Context: an optimization exercise on an open-source flow, tuned for a short achievable clock period and few clock cycles. The choices shown serve that exercise and are no tape-out recipe. No functional check of the RTL was part of any run shown here. Power is estimated from default activity; no workload was simulated.

File: config.mk
export PLATFORM = sky130hd
export DESIGN_NAME = core_top
export DESIGN_NICKNAME = core_top
export VERILOG_FILES = /design/flow/design.v
export SDC_FILE = /design/flow/constraint.sdc
export NUM_CORES = 4
export LEC_CHECK = 0
export ABC_CLOCK_PERIOD_IN_PS = 2500
export CAP_MARGIN = 20
export CORE_MARGIN = 2
export CORE_UTILIZATION = 40
export SETUP_SLACK_MARGIN = 5
export SLEW_MARGIN = 20
File: constraint.sdc
create_clock -name core_clock -period 8.0 [get_ports {clk}]
set_input_delay 1.6000 -clock core_clock [delete_from_list [all_inputs] [get_ports {clk}]]
set_output_delay 1.6000 -clock core_clock [all_outputs]
set_load 0.01 [all_outputs]
File: design.v
package cpu_pkg;
    parameter int WORD_W    = 16;
    parameter int BYTE_W    = 8;
    parameter int PADDR_W   = 20;
    parameter int REG_IDX_W = 3;
endpackage
`timescale 1ns/100ps
module core_top (
    input  logic        clk,
    input  logic        rst,
    output logic [19:0] rom_addr,
    input  logic [7:0]  rom_data,
    output logic        mem_en,
    output logic        mem_we,
    output logic [19:0] mem_addr,
    output logic [15:0] mem_wdata,
    input  logic [15:0] mem_rdata,
    output logic        halted
);
    localparam logic [1:0] R_OP    = 2'd0;
    localparam logic [1:0] R_MODRM = 2'd1;
    localparam logic [1:0] R_D0    = 2'd2;
    localparam logic [1:0] R_D1    = 2'd3;
    localparam logic [15:0] K_DATA = 16'h1000;
    localparam logic [15:0] K_PUSH = 16'h1FFE;   
    localparam logic [15:0] K_POP  = 16'h2000;
    logic [15:0] pc;
    logic [7:0]  b;          
    logic [1:0]  role;       
    logic        disc;       
    logic        need2;      
    logic        fe_done;    
    logic [7:0]  op_r;
    logic [7:0]  m_r;
    logic [7:0]  lo_r;
    logic        hlt_seen;
    logic        u_valid;
    logic        u_imm, u_mov, u_load, u_store, u_push, u_pop;
    logic        u_word;
    logic [2:0]  u_dst, u_src;
    logic [15:0] u_k;
    logic        u_bx, u_bp, u_si, u_di, u_sp, u_stack;
    logic [7:0]  u_rmask;    
    logic [7:0]  u_wmask;    
    logic [15:0] regs [8];
    logic [7:0]  ld1_m, ld2_m, ld3_m;    
    logic        m_mem, m_we, m_stack;
    logic [15:0] m_s, m_c, m_wdata;
    logic        stall;
    logic        go;
    assign rom_addr = {4'h0, pc};
    logic        n_valid, n_imm, n_mov, n_load, n_store, n_push, n_pop;
    logic        n_word;
    logic [2:0]  n_dst, n_src;
    logic [15:0] n_k;
    logic        n_bx, n_bp, n_si, n_di, n_sp, n_stack;
    logic [7:0]  n_rmask, n_wmask;
    logic [1:0]  role_n;
    logic        disc_n;
    logic        need2_n;
    logic        skip;
    logic        d_hlt;
    function automatic logic [7:0] onehot(input logic [2:0] i);
        onehot = 8'd1 << i;
    endfunction
    function automatic logic [1:0] disp_n(input logic [7:0] m);
        case (m[7:6])
            2'b00:   disp_n = (m[2:0] == 3'b110) ? 2'd2 : 2'd0;
            2'b01:   disp_n = 2'd1;
            2'b10:   disp_n = 2'd2;
            default: disp_n = 2'd0;
        endcase
    endfunction
    function automatic logic [3:0] bases(input logic [7:0] m);
        case (m[2:0])
            3'd0:    bases = 4'b1010;
            3'd1:    bases = 4'b1001;
            3'd2:    bases = 4'b0110;
            3'd3:    bases = 4'b0101;
            3'd4:    bases = 4'b0010;
            3'd5:    bases = 4'b0001;
            3'd6:    bases = (m[7:6] == 2'b00) ? 4'b0000 : 4'b0100;
            default: bases = 4'b1000;
        endcase
    endfunction
    function automatic logic [7:0] base_mask(input logic [3:0] bs);
        base_mask = {bs[0], bs[1], bs[2], 1'b0, bs[3], 3'b000};
    endfunction
    task automatic mem_uop(input logic [7:0] op, input logic [7:0] m);
        n_valid = 1'b1;
        n_load  = op[1];
        n_store = !op[1];
        n_dst   = m[5:3];
        n_src   = m[5:3];
        {n_bx, n_bp, n_si, n_di} = bases(m);
        n_rmask = base_mask(bases(m)) | (op[1] ? 8'h00 : onehot(m[5:3]));
    endtask
    always_comb begin
        n_valid = 1'b0;
        n_imm   = 1'b0;
        n_mov   = 1'b0;
        n_load  = 1'b0;
        n_store = 1'b0;
        n_push  = 1'b0;
        n_pop   = 1'b0;
        n_word  = 1'b1;
        n_dst   = 3'd0;
        n_src   = 3'd0;
        n_k     = K_DATA;
        n_bx    = 1'b0;
        n_bp    = 1'b0;
        n_si    = 1'b0;
        n_di    = 1'b0;
        n_sp    = 1'b0;
        n_stack = 1'b0;
        n_rmask = 8'h00;
        n_wmask = 8'h00;
        role_n  = R_OP;
        disc_n  = 1'b0;
        need2_n = need2;
        skip    = 1'b0;
        d_hlt   = 1'b0;
        case (role)
            R_OP: begin
                casez (b)
                    8'b1011_0???: begin
                        role_n  = R_D0;
                        need2_n = 1'b0;
                    end
                    8'b1011_1???, 8'hA1, 8'hA3: begin
                        role_n  = R_D0;
                        need2_n = 1'b1;
                    end
                    8'b1000_10??: begin
                        role_n = R_MODRM;
                    end
                    8'b0101_0???: begin
                        n_valid = 1'b1;
                        n_push  = 1'b1;
                        n_src   = b[2:0];
                        n_sp    = 1'b1;
                        n_stack = 1'b1;
                        n_k     = K_PUSH;
                        n_rmask = onehot(b[2:0]) | 8'h10;
                        n_wmask = 8'h10;
                    end
                    8'b0101_1???: begin
                        n_valid = 1'b1;
                        n_pop   = 1'b1;
                        n_dst   = b[2:0];
                        n_sp    = 1'b1;
                        n_stack = 1'b1;
                        n_k     = K_POP;
                        n_rmask = 8'h10;
                        n_wmask = 8'h10;
                    end
                    8'hF4: begin
                        d_hlt = 1'b1;
                    end
                    default: begin
                    end
                endcase
            end
            R_MODRM: begin
                if (b[7:6] == 2'b11) begin
                    n_valid = 1'b1;
                    n_mov   = 1'b1;
                    n_word  = op_r[0];
                    n_dst   = op_r[1] ? b[5:3] : b[2:0];
                    n_src   = op_r[1] ? b[2:0] : b[5:3];
                    n_rmask = onehot(op_r[0] ? n_src : {1'b0, n_src[1:0]});
                    n_wmask = onehot(op_r[0] ? n_dst : {1'b0, n_dst[1:0]});
                end else if (!op_r[0]) begin
                    case (disp_n(b))
                        2'd1: begin
                            role_n  = R_D0;
                            disc_n  = 1'b1;
                            need2_n = 1'b0;
                        end
                        2'd2: begin
                            role_n = R_D1;
                            disc_n = 1'b1;
                            skip   = 1'b1;
                        end
                        default: begin
                        end
                    endcase
                end else if (disp_n(b) == 2'd0) begin
                    mem_uop(op_r, b);
                end else begin
                    role_n  = R_D0;
                    need2_n = (disp_n(b) == 2'd2);
                end
            end
            R_D0: begin
                if (need2) begin
                    role_n = R_D1;
                end else if (disc) begin
                end else if (op_r[7:4] == 4'hB) begin
                    n_valid = 1'b1;
                    n_imm   = 1'b1;
                    n_word  = 1'b0;
                    n_dst   = op_r[2:0];
                    n_k     = {b, b};
                    n_wmask = onehot({1'b0, op_r[1:0]});
                end else begin
                    mem_uop(op_r, m_r);
                    n_k = {b[7] ? 8'h0F : 8'h10, b};
                end
            end
            default: begin
                if (disc) begin
                end else if (op_r[7:4] == 4'hB) begin
                    n_valid = 1'b1;
                    n_imm   = 1'b1;
                    n_dst   = op_r[2:0];
                    n_k     = {b, lo_r};
                    n_wmask = onehot(op_r[2:0]);
                end else if (op_r[7:4] == 4'hA) begin
                    n_valid = 1'b1;
                    n_load  = !op_r[1];
                    n_store = op_r[1];
                    n_rmask = op_r[1] ? 8'h01 : 8'h00;
                    n_k     = {b + 8'h10, lo_r};
                end else begin
                    mem_uop(op_r, m_r);
                    n_k = {b + 8'h10, lo_r};
                end
            end
        endcase
        if (fe_done) begin
            n_valid = 1'b0;
        end
    end
    logic        u_mem;
    logic        d_mem;
    assign u_mem = u_load | u_store | u_push | u_pop;
    assign d_mem = n_valid & (n_load | n_store | n_push | n_pop);
    assign stall = u_valid & (|((u_rmask & (ld1_m | ld2_m | ld3_m)) |
                                (u_wmask & (ld1_m | ld2_m))));
    assign go    = u_valid & !stall;
    logic [15:0] rs_w;
    logic [15:0] rs_l;
    logic [7:0]  rs_b;
    logic [15:0] ewv;
    logic        ew;
    logic [15:0] sp;
    logic [15:0] sp_n;
    logic        sp_step;
    logic [15:0] a1, a2;
    logic [15:0] t;
    logic        hlt_now;
    assign rs_w    = regs[u_src];
    assign rs_l    = regs[{1'b0, u_src[1:0]}];
    assign rs_b    = u_src[2] ? rs_l[15:8] : rs_l[7:0];
    assign ewv     = u_imm ? u_k : (u_word ? rs_w : {rs_b, rs_b});
    assign ew      = go & (u_imm | u_mov);
    assign sp      = regs[4];
    assign sp_step = go & (u_push | u_pop);
    assign sp_n    = u_push ? sp - 16'd2 : sp + 16'd2;
    assign a1 = ({16{u_bx}} & regs[3]) | ({16{u_bp}} & regs[5]) | ({16{u_sp}} & regs[4]);
    assign a2 = ({16{u_si}} & regs[6]) | ({16{u_di}} & regs[7]);
    assign t  = m_s + m_c;
    assign hlt_now = !fe_done && role_n == R_OP && rom_data == 8'hF4;
    always_ff @(posedge clk or negedge rst) begin
        if (!rst) begin
            for (int i = 0; i < 8; i++) begin
                regs[i] <= (i == 4) ? 16'h0100 : 16'h0000;
            end
        end else begin
            for (int i = 0; i < 8; i++) begin
                if (ew && (u_word ? u_dst == 3'(i) : (i < 4 && u_dst == 3'(i)))) begin
                    regs[i][7:0] <= ewv[7:0];
                end else if (ld3_m[i]) begin
                    regs[i][7:0] <= mem_rdata[7:0];
                end else if (i == 4 && sp_step) begin
                    regs[i][7:0] <= sp_n[7:0];
                end
                if (ew && (u_word ? u_dst == 3'(i) : (i < 4 && u_dst == 3'(i + 4)))) begin
                    regs[i][15:8] <= ewv[15:8];
                end else if (ld3_m[i]) begin
                    regs[i][15:8] <= mem_rdata[15:8];
                end else if (i == 4 && sp_step) begin
                    regs[i][15:8] <= sp_n[15:8];
                end
            end
        end
    end
    always_ff @(posedge clk or negedge rst) begin
        if (!rst) begin
            pc       <= 16'h0000;
            role     <= R_D1;
            disc     <= 1'b1;
            fe_done  <= 1'b0;
            hlt_seen <= 1'b0;
            u_valid  <= 1'b0;
            ld1_m    <= 8'h00;
            ld2_m    <= 8'h00;
            ld3_m    <= 8'h00;
            m_mem    <= 1'b0;
            mem_en   <= 1'b0;
            halted   <= 1'b0;
        end else begin
            if (!stall) begin
                pc      <= pc + (skip ? 16'd2 : 16'd1);
                role    <= role_n;
                disc    <= disc_n;
                u_valid <= n_valid;
                if (d_hlt) begin
                    fe_done <= 1'b1;
                end
            end
            if (hlt_now) begin
                hlt_seen <= 1'b1;
            end
            ld1_m  <= (go && (u_load || u_pop)) ? onehot(u_dst) : 8'h00;
            ld2_m  <= ld1_m;
            ld3_m  <= ld2_m;
            m_mem  <= go && u_mem;
            mem_en <= m_mem;
            if ((hlt_now || hlt_seen) && !d_mem && !(u_valid && u_mem) && !m_mem) begin
                halted <= 1'b1;
            end
        end
    end
    always_ff @(posedge clk) begin
        if (!stall) begin
            b     <= rom_data;
            need2 <= need2_n;
            if (role == R_OP) begin
                op_r <= b;
            end
            if (role == R_MODRM) begin
                m_r <= b;
            end
            if (role == R_D0) begin
                lo_r <= b;
            end
            u_imm   <= n_imm;
            u_mov   <= n_mov;
            u_load  <= n_load;
            u_store <= n_store;
            u_push  <= n_push;
            u_pop   <= n_pop;
            u_word  <= n_word;
            u_dst   <= n_dst;
            u_src   <= n_src;
            u_k     <= n_k;
            u_bx    <= n_bx;
            u_bp    <= n_bp;
            u_si    <= n_si;
            u_di    <= n_di;
            u_sp    <= n_sp;
            u_stack <= n_stack;
            u_rmask <= n_rmask;
            u_wmask <= n_wmask;
        end
        m_we      <= u_store | u_push;
        m_stack   <= u_stack;
        m_s       <= a1 ^ a2 ^ u_k;
        m_c       <= {(a1[14:0] & a2[14:0]) | (a1[14:0] & u_k[14:0]) | (a2[14:0] & u_k[14:0]), 1'b0};
        m_wdata   <= rs_w;
        mem_we    <= m_we;
        mem_addr  <= {3'b000, m_stack ? (t[15:13] == 3'b000) : (t[15:12] == 4'h0), t};
        mem_wdata <= m_wdata;
    end
endmodule
File: run.sh
#!/bin/bash
# synth_recipe.tcl (not shown) runs the flow's synth.tcl, then flattens the netlist and writes it again
# the make line also repeats each setting of config.mk as NAME=value (left out here)
make -C /OpenROAD-flow-scripts/flow DESIGN_CONFIG=/design/flow/config.mk WORK_HOME=/design/flow/orfs CLKGATE_MAP_FILE= SYNTH_SCRIPT=/design/flow/synth_recipe.tcl finish
==> results of run 1 <==
kinds of logic after synthesis:
group                    count (synthesis)
other                                    1
flip-flops                             342
multiplexers                            55
AND/OR/NAND/NOR                        462
AO/OA/AOI/OAI                          593
adder cells (fa/ha/maj)                 57
buffers and inverters                  193
XOR/XNOR                                38
cell type report:
type | count | area (sq um) | area share (%)
repair buffers | 123 | 1150 | 5.63
multi-input cells | 1213 | 8520 | 41.6
inverters | 58 | 218 | 1.06
clock inverters | 11 | 58.8 | 0.287
clock buffers | 59 | 1200 | 5.85
well taps | 585 | 732 | 3.58
flip-flops and latches | 342 | 8580 | 42.0
timing repair:
item,in CTS,in global routing
cloned,1,2
setup buffers,13,11
endpoints found under the setup margin,279,155
pin swaps,4,3
resized for setup,81,28
cells in the mapped netlist (4+ instances only):
| cell type | number | area, sq um |
|---|---|---|
| a211oi_1 | 129 | 968 |
| a21oi_1 | 182 | 911 |
| xnor2_1 | 29 | 254 |
| nor3_1 | 24 | 120 |
| dfstp_2 | 4 | 105 |
| and3_1 | 8 | 50.1 |
| o211ai_1 | 8 | 60.1 |
| o31ai_1 | 15 | 113 |
| nand3_1 | 24 | 120 |
| o31a_1 | 7 | 61.3 |
| a222oi_1 | 19 | 190 |
| dfrtp_1 | 173 | 4330 |
| o21a_1 | 12 | 90.1 |
| and2_1 | 19 | 119 |
| buf_4 | 10 | 75.1 |
| fa_1 | 18 | 360 |
| clkbuf_1 | 104 | 390 |
| o21ai_1 | 4 | 20.0 |
| nand2_1 | 99 | 372 |
| mux2_2 | 11 | 124 |
| o22ai_1 | 33 | 206 |
| a21o_1 | 18 | 135 |
| o32ai_1 | 4 | 35.0 |
| edfxtp_1 | 82 | 2460 |
| nand2b_1 | 17 | 106 |
| or2_2 | 4 | 25.0 |
| a31oi_1 | 14 | 87.6 |
| inv_1 | 57 | 214 |
| ha_1 | 39 | 488 |
| a221oi_1 | 9 | 78.8 |
| clkbuf_2 | 4 | 20.0 |
| nand3b_1 | 6 | 45.0 |
| xor2_1 | 9 | 78.8 |
| o21ai_0 | 81 | 405 |
| mux4_2 | 25 | 563 |
| mux2i_1 | 17 | 170 |
| a22o_1 | 19 | 166 |
| nor2_1 | 107 | 402 |
| nand4_1 | 12 | 75.1 |
| dfxtp_1 | 83 | 1660 |
| buf_2 | 10 | 50.1 |
| nor2b_1 | 125 | 782 |
| buf_1 | 7 | 26.3 |
report_power, final:
part / internal (mW) / switching (mW)
Combinational: 0.506 / 0.797
Clock: 1.03 / 0.720
Sequential: 2.02 / 0.189
flip-flops by register name, summed over array words and instances, names as in the netlist, 2 cells and up:
name,cells
b,8
ld1_m,8
ld2_m,8
ld3_m,8
lo_r,8
m_c,15
m_r,8
m_s,16
m_wdata,16
mem_addr,17
mem_wdata,16
op_r,7
pc,16
regs,128
role,2
u_dst,3
u_k,16
u_rmask,8
u_src,3
u_wmask,8
path summary, 6_finish.rpt:
path / start / to / depth (start not counted)
worst min register to register: m_s[0]$_DFF_P_ / mem_addr[0]$_DFF_P_ / 0
max in group asynchronous: rst / ld3_m[1]$_DFF_PN0_ / 2
worst min-delay path: m_s[0]$_DFF_P_ / mem_addr[0]$_DFF_P_ / 0
worst max register to register: u_src[2]$_DFFE_PN_ / regs[4][12]$_DFFE_PN0P_ / 7
worst max-delay path: mem_wdata[4]$_DFF_P_ / mem_wdata[4] / 1
min in group asynchronous: rst / regs[6][4]$_DFFE_PN0P_ / 1
metal layers:
layer / track usage [%] / vias to the layer above / routed length, um
met5: 0 / - / 0
met4: 13.5 / 0 / 3320
met3: 3.35 / 170 / 3940
met2: 39.4 / 695 / 26800
met1: 29.0 / 7068 / 21700
li1: - / 6523 / -
cell usage in the layout (no fill, tap or decap), drive strengths merged, types with 20 or more instances in the layout:
master	netlist	final
nor3	25	25
ha	39	39
nor2b	125	125
o21ai	85	85
clkdlybuf4s50	0	26
buf	27	45
dfrtp	173	173
mux4	25	25
dfxtp	83	83
o22ai	33	33
a211oi	129	129
and2	20	20
edfxtp	82	82
nor2	107	107
nand3	24	24
clkbuf	108	61
nand2	99	99
inv	57	58
dlygate4sd2	0	44
xnor2	29	29
a21oi	182	182
per-stage QoR:
step           util (%)  cell area (sq um)  hold WS [ps]  power [mW]  cells
2_1_floorplan         -              17700           310        2.96   1747
6_report           47.2              20500           323        5.26   2391
3_3_place_gp       43.3              18800           313        3.49   2293
3_5_place_dp       43.3              18800           313        3.51   2294
4_1_cts            46.6              20200           323        5.27   2378
5_1_grt            47.2              20500           332        5.48   2391
==> flow_summary.toml, run 1 <==
[critical_path]
critPathBufInv = 1
crit_type = "reg -> out"
slowest_stage = "clkdlybuf4s50_1"
r2r_setup_slack_ps = 5120
startpoint_type = "register"
crit_chain = "clkdlybuf4s50_1"
crit_fanout = 1
crit_family = "buffers and inverters"
slowest_delay_ps = 520
cp_data_required_time_ps = 6400
crit_arrival_ps = 1370
cp-end-kind = "primary output"

[routing]
ant_nets = 0
drc = 0
drtIter0Drc = 1588
vias_per_cell = 6.05
vias = 14500
wl_per_cell_um = 23.3
wl_um = 55800
drt_pass1_iterations = 9

[global_route]
grt_pass1_vias = 13900
track_usage_pct = 23.5
overflow = 0
antenna_found_initial = 0
grt_max_degree = 74
grt_pass1_wl_um = 83500

[final_layout]
final_nets = 1859
antenna_cells = 0
drive_above_1_share_pct = 10.8
fillerInstances = 4069
area_growth_syn_to_layout_pct = 15.9

[place]
io_buffers = 77
pre_cts_slack_ps = 4240
hpwl_um = 37700
place_congestion = 0.923

[timing]
setup_tns_ps = 0
tightest_slew_ps = 972
post-route-min-period_ps = 2970
relSlewSlack_pct = 35.0
timing.fmax_mhz = 336
skew_ps = 20.9
setup_slack_ps = 5030
post-route-period-util_pct = 37.2
hold_viol_final = 0
slew_violations = 0
report.final.setup_viol = 0
rsz0062_at_grt = "false"

[min_path]
hold_class = "reg -> reg"

[pwr]
p_per_area_mw_per_mm2 = 257
ir_worst_vdd_mv = 0.144
leakagePower_nw = 9.04

[yosys]
yosys.area_share.simple_pct = 13.4
ys_types = 80
synthCells = 1741
synth_top_family_by_area = "compound AO/OA/AOI/OAI gates"
ys_seq_elements = 342
syn_avg_cell_area_sq_um = 10.1
synth_edf_count = 82
ys_seq_area_share_pct = 48.5
synth_compound_area_share_pct = 22.0
synthAdderAreaFrac_pct = 4.81
ys_warn_count = 2
syn_area_sq_mm = 0.0177
ys.flop_type = "dfrtp_1"
synth-async-reset-ratio_pct = 51.8
synthMuxAreaShare_pct = 4.98
yosys.area_share.xor_xnor_pct = 1.89

[clock_tree]
holdBufCountCts = 0
clk_pin_slew_ps = 60
h-tree-depth = 2
insertion_delay_ps = 560
cts_tree = "built"
cts_made_buffers = 38
cts-root-buf = "clkbuf_16"
cts_buffer_depth = 3
clock_sinks = 342

[die]
row_count = 76
die-width_um = 214
core_sq_mm = 0.0434
die_area_sq_mm = 0.0458
io-pin-count = 85
start_util_pct = 40.7
die_h_um = 214

[run_status]
status = "complete, no violations"

[job]
max-cap-violations = 0
==> inputs of run 2 (changes only) <==
--- a/design.v
+++ b/design.v
@@ -238,4 +238,4 @@
     assign d_mem = n_valid & (n_load | n_store | n_push | n_pop);
-    assign stall = u_valid & (|((u_rmask & (ld1_m | ld2_m | ld3_m)) |
-                                (u_wmask & (ld1_m | ld2_m))));
+    assign stall = u_valid & ((|((u_rmask | u_wmask) & (ld1_m | ld2_m))) |
+                              (u_sp & ld3_m[4]));
     assign go    = u_valid & !stall;
@@ -252,2 +252,8 @@
     logic        hlt_now;
+    logic        fw_w, fw_b, fw_a1, fw_a2;
+    logic [7:0]  ld_b;
+    logic [15:0] mv;
+    assign fw_w    = ld3_m[u_src];
+    assign fw_b    = ld3_m[{1'b0, u_src[1:0]}];
+    assign ld_b    = u_src[2] ? mem_rdata[15:8] : mem_rdata[7:0];
     assign rs_w    = regs[u_src];
@@ -255,3 +261,4 @@
     assign rs_b    = u_src[2] ? rs_l[15:8] : rs_l[7:0];
-    assign ewv     = u_imm ? u_k : (u_word ? rs_w : {rs_b, rs_b});
+    assign mv      = u_word ? (fw_w ? mem_rdata : rs_w) : (fw_b ? {ld_b, ld_b} : {rs_b, rs_b});
+    assign ewv     = u_imm ? u_k : mv;
     assign ew      = go & (u_imm | u_mov);
@@ -260,4 +267,9 @@
     assign sp_n    = u_push ? sp - 16'd2 : sp + 16'd2;
-    assign a1 = ({16{u_bx}} & regs[3]) | ({16{u_bp}} & regs[5]) | ({16{u_sp}} & regs[4]);
-    assign a2 = ({16{u_si}} & regs[6]) | ({16{u_di}} & regs[7]);
+    logic [15:0] a1r, a2r;
+    assign a1r   = ({16{u_bx}} & regs[3]) | ({16{u_bp}} & regs[5]) | ({16{u_sp}} & regs[4]);
+    assign a2r   = ({16{u_si}} & regs[6]) | ({16{u_di}} & regs[7]);
+    assign fw_a1 = (u_bx & ld3_m[3]) | (u_bp & ld3_m[5]);
+    assign fw_a2 = (u_si & ld3_m[6]) | (u_di & ld3_m[7]);
+    assign a1    = fw_a1 ? mem_rdata : a1r;
+    assign a2    = fw_a2 ? mem_rdata : a2r;
     assign t  = m_s + m_c;
@@ -361,3 +373,3 @@
         m_c       <= {(a1[14:0] & a2[14:0]) | (a1[14:0] & u_k[14:0]) | (a2[14:0] & u_k[14:0]), 1'b0};
-        m_wdata   <= rs_w;
+        m_wdata   <= fw_w ? mem_rdata : rs_w;
         mem_we    <= m_we;
==> flow/run.sh (new file) <==
#!/bin/bash
# The standard layout, with timing repair aimed at a setup slack of 6.0 ns.
set -euo pipefail
bash standard.sh SETUP_SLACK_MARGIN=6.0 finish > make_finish.log 2>&1
==> standard.sh (new file) <==
#!/bin/bash
# synth_recipe.tcl (not shown) runs the flow's synth.tcl, then flattens the netlist and writes it again
# the make line also repeats each setting of config.mk as NAME=value (left out here)
make -C /OpenROAD-flow-scripts/flow DESIGN_CONFIG=/design/flow/config.mk WORK_HOME=/design/flow/orfs CLKGATE_MAP_FILE= SYNTH_SCRIPT=/design/flow/synth_recipe.tcl "${@:-finish}"
--- a/config.mk
+++ b/config.mk
@@ -11,3 +11,2 @@
 export CORE_UTILIZATION = 40
-export SETUP_SLACK_MARGIN = 5
 export SLEW_MARGIN = 20
removed: run.sh
==> flow_summary.toml, run 2 <==
[routing]
drtIter0Drc = 2243
vias_per_cell = 6.29
wl_per_cell_um = 27.6
ant_nets = 0
vias = 17300
drc = 0
drt_pass1_iterations = 7
wl_um = 76200

[final_layout]
multi_input_area_sq_mm = 0.0112
regArea_sq_mm = 0.00859
fillerInstances = 3612
largest-register = "regs"
layout_commonest_cell = "nand2_1"
most-common-layout-cells = "188 x nand2_1, 167 x dfrtp_1, 157 x buf_4"
top_regs = "regs x128, mem_addr x17"
final_nets = 2209
drive_above_1_share_pct = 42.6
fin_area_sq_mm = 0.0267
area_growth_syn_to_layout_pct = 45.4
largest_reg_flops = 128

[yosys]
ys_seq_area_share_pct = 46.7
synth_top_area_cell = "dfrtp_1"
yosysMostFrequentCell = "nand2_1"
synth.top_cells.by_count = "229 x nand2_1, 173 x dfrtp_1, 143 x o21ai_0"
synth_top_area_share_pct = 23.6
syn_avg_cell_area_sq_um = 10.1
synthTopCellsByArea = "dfrtp_1 24%, edfxtp_1 13%, dfxtp_1 9.1%"
ys_seq_elements = 342
synth_edf_count = 82
ys_warn_count = 2
synthCells = 1816
synth-async-reset-ratio_pct = 51.8
syn_area_sq_mm = 0.0183
ys.flop_type = "dfrtp_1"
ys_types = 86

[global_route]
grt_pass1_vias = 16300
use_met1_pct = 38.5
antenna_found_initial = 6
grt_max_degree = 50
grt_pass1_wl_um = 106000
track_usage_pct = 30.4
grt_util_met2_pct = 45.9
overflow = 0
busiest_layer = "met2"
grtUsageMet3_pct = 7.20

[die]
die-width_um = 218
die_h_um = 218
die_area_sq_mm = 0.0476
core_sq_mm = 0.0453
io-pin-count = 85
row_count = 78
start_util_pct = 40.5

[critical_path]
cp_data_required_time_ps = 6400
crit_chain = "buf_6"
crit_arrival_ps = 1130
slowest_stage = "dfrtp_1"
crit_family = "flip-flops"
crit_type = "reg -> out"
startpoint_type = "register"
critPathBufInv = 1
slowest_delay_ps = 420
crit_fanout = 3
cp-end-kind = "primary output"

[timing]
worst_hold_slack_ps = 324
setup_tns_ps = 0
rsz0062_at_grt = "true"
slew_violations = 0
report.final.setup_viol = 0
relSlewSlack_pct = 44.0
hold_viol_final = 0
tightest_slew_ps = 840
post-route-period-util_pct = 34.1
timing.fmax_mhz = 367
post-route-min-period_ps = 2730
skew_ps = 33.9

[pwr]
ir_worst_vdd_mv = 0.175
leakagePower_nw = 10.7
total_power_mw = 5.79
p_per_area_mw_per_mm2 = 217

[clock_tree]
clk_pin_slew_ps = 70
cts_tree = "built"
clock_sinks = 342
cts-root-buf = "clkbuf_16"
h-tree-depth = 2
insertion_delay_ps = 570
cts_made_buffers = 39
cts_buffer_depth = 3

[place]
io_buffers = 77
hpwl_um = 39300
place_congestion = 0.891
placed_cell_area_sq_mm = 0.0200

[run_status]
status = "complete, no violations"

[job]
max-cap-violations = 0

[min_path]
hold_class = "reg -> reg"
-- run 2: cell families (layout without fill, tap and decap cells) --
group | after synthesis | in the layout | share of synthesized area, %
simple gates | 515 | 522 | 12.7
flops | 342 | 342 | 46.7
other cells | 1 | 8 | 0.0204
buf+inv | 182 | 508 | 4.39
fa+ha+maj | 57 | 57 | 4.62
mux | 171 | 172 | 12.1
xor+xnor | 46 | 46 | 2.20
compound gates | 502 | 502 | 17.4
-- run 2: final timing paths --
path                                      from                 endpoint  slack, ps  depth (start not counted)
max in group asynchronous                  rst   regs[7][8]$_DFFE_PN0P_       6180                          3
setup reg to reg            u_src[0]$_DFFE_PN_  regs[4][15]$_DFFE_PN0P_       5310                         10
setup / recovery            pc[10]$_DFFE_PN0N_             rom_addr[10]       5270                          1
hold / removal             m_wdata[14]$_DFF_P_    mem_wdata[14]$_DFF_P_        320                          0
min in group asynchronous                  rst        pc[1]$_DFFE_PN0N_        950                          1
hold reg to reg            m_wdata[14]$_DFF_P_    mem_wdata[14]$_DFF_P_        320                          0
-- run 2: final cells by class --
cell class	instances	area share, %
diodes	1	0.00938
clock buffers	60	4.65
clock inverters	11	0.305
inverters	42	0.638
multi-input cells	1306	42.0
flip-flops and latches	342	32.2
well taps	600	2.82
repair buffers	395	17.4
-- run 2: report_power, final --
part | leakage, nW | switching, mW | internal [mW]
Combinational | 6.11 | 0.939 | 0.833
Sequential | 3.96 | 0.162 | 2.00
Clock | 0.663 | 0.753 | 1.10
Total | 10.7 | 1.85 | 3.93
-- run 2: worst register-to-register path, stage by stage, from the launching register on --
cell	delay, ps
edfxtp_1	430
buf_12	180
buf_6	120
buf_6	100
mux4_2	470
mux4_2	470
nor2b_4	150
a211o_1	280
o21ai_4	110
nand2_2	80
a22o_1	210
-- run 2: repair_timing --
item	in CTS	in global routing
resized for setup	727	279
buffers inserted	172	90
endpoints found under the hold margin	0	0
gates cloned	26	7
endpoints found under the setup margin	465	373
hold buffers	0	0
pin swaps	142	121
-- run 2: layer usage --
| metal | wire (um) | up-vias |
|---|---|---|
| li1 | - | 7263 |
| met1 | 27700 | 8457 |
| met3 | 8500 | 394 |
| met4 | 6600 | 10 |
| met5 | 60 | - |
| met2 | 33300 | 1209 |
-- run 2: per-stage QoR --
step / setup WS (ps) / util (%) / instances
after global placement: 4200 / 44.0 / 2389
after CTS: 5260 / 54.6 / 2659
final: 5270 / 58.9 / 2757
after detailed placement: 4170 / 44.1 / 2390
after floorplan: 5110 / - / 1822
after global routing: 5220 / 58.9 / 2756
==> inputs of run 3 (changes only) <==
==> flow/run.sh (replaced) <==
#!/bin/bash
# The standard layout, with timing repair aimed at a setup slack of 5.5 ns.
set -euo pipefail
bash standard.sh SETUP_SLACK_MARGIN=5.5 finish > make_finish.log 2>&1
==> flow_summary.toml, run 3 <==
[final_layout]
fillerInstances = 4016
largest_reg_flops = 128
layout_commonest_cell = "nand2_1"
fin_area_sq_mm = 0.0236
largest-register = "regs"
area_growth_syn_to_layout_pct = 28.8
final_nets = 2096
most-common-layout-cells = "191 x nand2_1, 173 x dfrtp_1, 135 x buf_4"
top_regs = "regs x128, mem_addr x17"
drive_above_1_share_pct = 32.1

[timing]
report.final.setup_viol = 0
timing.fmax_mhz = 356
setup_tns_ps = 0
skew_ps = 30.6
tightest_slew_ps = 1070
hold_viol_final = 0
relSlewSlack_pct = 28.4
slew_violations = 0
post-route-min-period_ps = 2810
post-route-period-util_pct = 35.1
worst_hold_slack_ps = 324
rsz0062_at_grt = "true"

[clock_tree]
cts_made_buffers = 39
insertion_delay_ps = 580
clock_sinks = 342
cts-root-buf = "clkbuf_16"
cts_buffer_depth = 3
clk_pin_slew_ps = 60
h-tree-depth = 2
cts_tree = "built"

[critical_path]
crit_arrival_ps = 3240
ff2ff_path_depth = 12
r2r_start = "u_src[0]$_DFFE_PN_"
cp-end-kind = "register"
r2r_setup_slack_ps = 5190
crit_fanout = 8
startpoint_type = "register"
crit_type = "reg -> reg"
worst_r2r_endpoint = "regs[6][8]$_DFFE_PN0P_"
cp_data_required_time_ps = 8430

[min_path]
hold_class = "reg -> reg"
min-delay-start = "m_wdata[6]$_DFF_P_"
hold_depth = 0
hold_end = "mem_wdata[6]$_DFF_P_"

[die]
row_count = 78
die-width_um = 218
io-pin-count = 85
start_util_pct = 40.5
core_sq_mm = 0.0453
die_h_um = 218
die_area_sq_mm = 0.0476

[place]
hpwl_um = 39400
place_congestion = 0.892
io_buffers = 77
placed_cell_area_sq_mm = 0.0197

[pwr]
p_per_area_mw_per_mm2 = 233
leakagePower_nw = 9.55
ir_worst_vdd_mv = 0.194

[yosys]
syn_area_sq_mm = 0.0183
ys_seq_elements = 342
synthTopCellsByArea = "dfrtp_1 24%, edfxtp_1 13%, dfxtp_1 9.1%"
synth_edf_count = 82
ys_types = 86
yosysMostFrequentCell = "nand2_1"
synth-async-reset-ratio_pct = 51.8
ys_warn_count = 2
synthCells = 1816
ys.flop_type = "dfrtp_1"
syn_avg_cell_area_sq_um = 10.1
synth_top_area_share_pct = 23.6
synth_top_area_cell = "dfrtp_1"
ys_seq_area_share_pct = 46.7
synth.top_cells.by_count = "229 x nand2_1, 173 x dfrtp_1, 143 x o21ai_0"

[global_route]
grt_pass1_vias = 15600
antenna_found_initial = 1
grt_pass1_wl_um = 98700
grt_max_degree = 101
track_usage_pct = 27.8
overflow = 0

[job]
max-cap-violations = 0

[routing]
vias_per_cell = 6.08
wl_per_cell_um = 25.2
vias = 16100
drc = 0
drtIter0Drc = 1980
drt_pass1_iterations = 7
ant_nets = 0
wl_um = 66700

[run_status]
status = "complete, no violations"
-- run 3: cell counts after synthesis --
Identical to the previous run, type by type.
-- run 3: layer usage --
layer | global-route usage (%) | up-vias | part of all wire, %
met5 | 0 | - | 0
met4 | 18.9 | 0 | 7.3
met3 | 5.83 | 267 | 9.7
met2 | 42.0 | 993 | 44
met1 | 35.9 | 7793 | 39
li1 | - | 7019 | -
-- run 3: power by group --
part           internal (mW)  switching, mW
Sequential              2.00          0.162
Combinational          0.738          0.864
Clock                   1.00          0.740
Total                   3.74           1.77
-- run 3: stage by stage --
stage          util [%]  setup WS (ps)  std cells  power, mW
3_5_place_dp       43.4           4120       2387       3.36
6_report           52.2           5190       2644       5.50
3_3_place_gp       43.4           4120       2387       3.34
2_1_floorplan         -           5110       1822       2.89
5_1_grt            52.2           5120       2643       5.72
4_1_cts            50.2           5270       2600       5.37
-- run 3: critical path: stages (launching register included) --
cell      delay, ps
edfxtp_1        400
buf_12          150
buf_16          130
mux4_2          590
buf_6           170
buf_6           100
buf_6           100
mux4_2          270
nor2b_4         160
a21oi_2         150
nor2_2           60
a21oi_4         280
mux2i_1         120
-- run 3: cells by family after synthesis --
family	share of synthesized area, %
buffers and inverters	4.39
other	0.0204
AO/OA/AOI/OAI	17.4
XOR/XNOR	2.20
multiplexers	12.1
flip-flops	46.7
adder cells (fa/ha/maj)	4.62
AND/OR/NAND/NOR	12.7
-- run 3: cell type report --
class | instances | area (sq um) | share of cell area, %
Clock inverter | 9 | 66.3 | 0.281
Tap cell | 600 | 751 | 3.18
Clock buffer | 62 | 1160 | 4.93
Inverter | 42 | 165 | 0.699
Sequential cell | 342 | 8580 | 36.3
Timing Repair Buffer | 284 | 2630 | 11.1
Multi-Input combinational cell | 1304 | 10300 | 43.5
Antenna cell | 1 | 2.50 | 0.0106
-- run 3: repair_timing --
action / in CTS / in global routing
hold buffers: 0 / 0
setup buffers: 130 / 43
gates cloned: 12 / 0
endpoints found under the setup margin: 307 / 314
gates resized for setup: 523 / 143
pin swaps: 81 / 51
-- run 3: worst max path at each step --
stage | start | endpoint
3_3_place_gp | mem_rdata[8] | regs[6][8]$_DFFE_PN0P_
6_report | u_src[0]$_DFFE_PN_ | regs[6][8]$_DFFE_PN0P_
3_5_place_dp | mem_rdata[8] | regs[6][8]$_DFFE_PN0P_
5_1_grt | u_src[0]$_DFFE_PN_ | regs[7][2]$_DFFE_PN0P_
4_1_cts | pc[6]$_DFFE_PN0N_ | rom_addr[6]
2_1_floorplan | mem_rdata[15] | regs[4][15]$_DFFE_PN0P_

[separate check: timing with driven ports]
No port has a modelled driver above. Below, the same layouts with a new extraction and two added sets of constraints.
Step 1: set_driving_cell puts a clkbuf_16 on clk and a buf_2 on each other input, an assumption about the parent block.
Step 2, shift: input delay + t, output delay - t, t = (earliest + latest rising clock arrival at the registers) / 2. This alone moves slack from input paths to output paths.
Slacks: ideal / step 1 / step 2; pairs: ideal / step 1.
| run | t (ns) | slack for setup (ns) | slew at the worst register clock pin (ns) |
|---|---|---|---|
| run 1 | 0.602 | 5.026 / 4.974 / 4.786 | 0.06 / 0.06 |
| run 2 | 0.614 | 5.274 / 5.218 / 4.790 | 0.07 / 0.07 |
| run 3 | 0.613 | 5.192 / 5.192 / 4.704 | 0.06 / 0.06 |
After both steps every run listed still meets setup and hold. For run 3, which loses most, drivers alone change the setup slack by 0.000 ns; drivers and shift together by -0.488 ns.
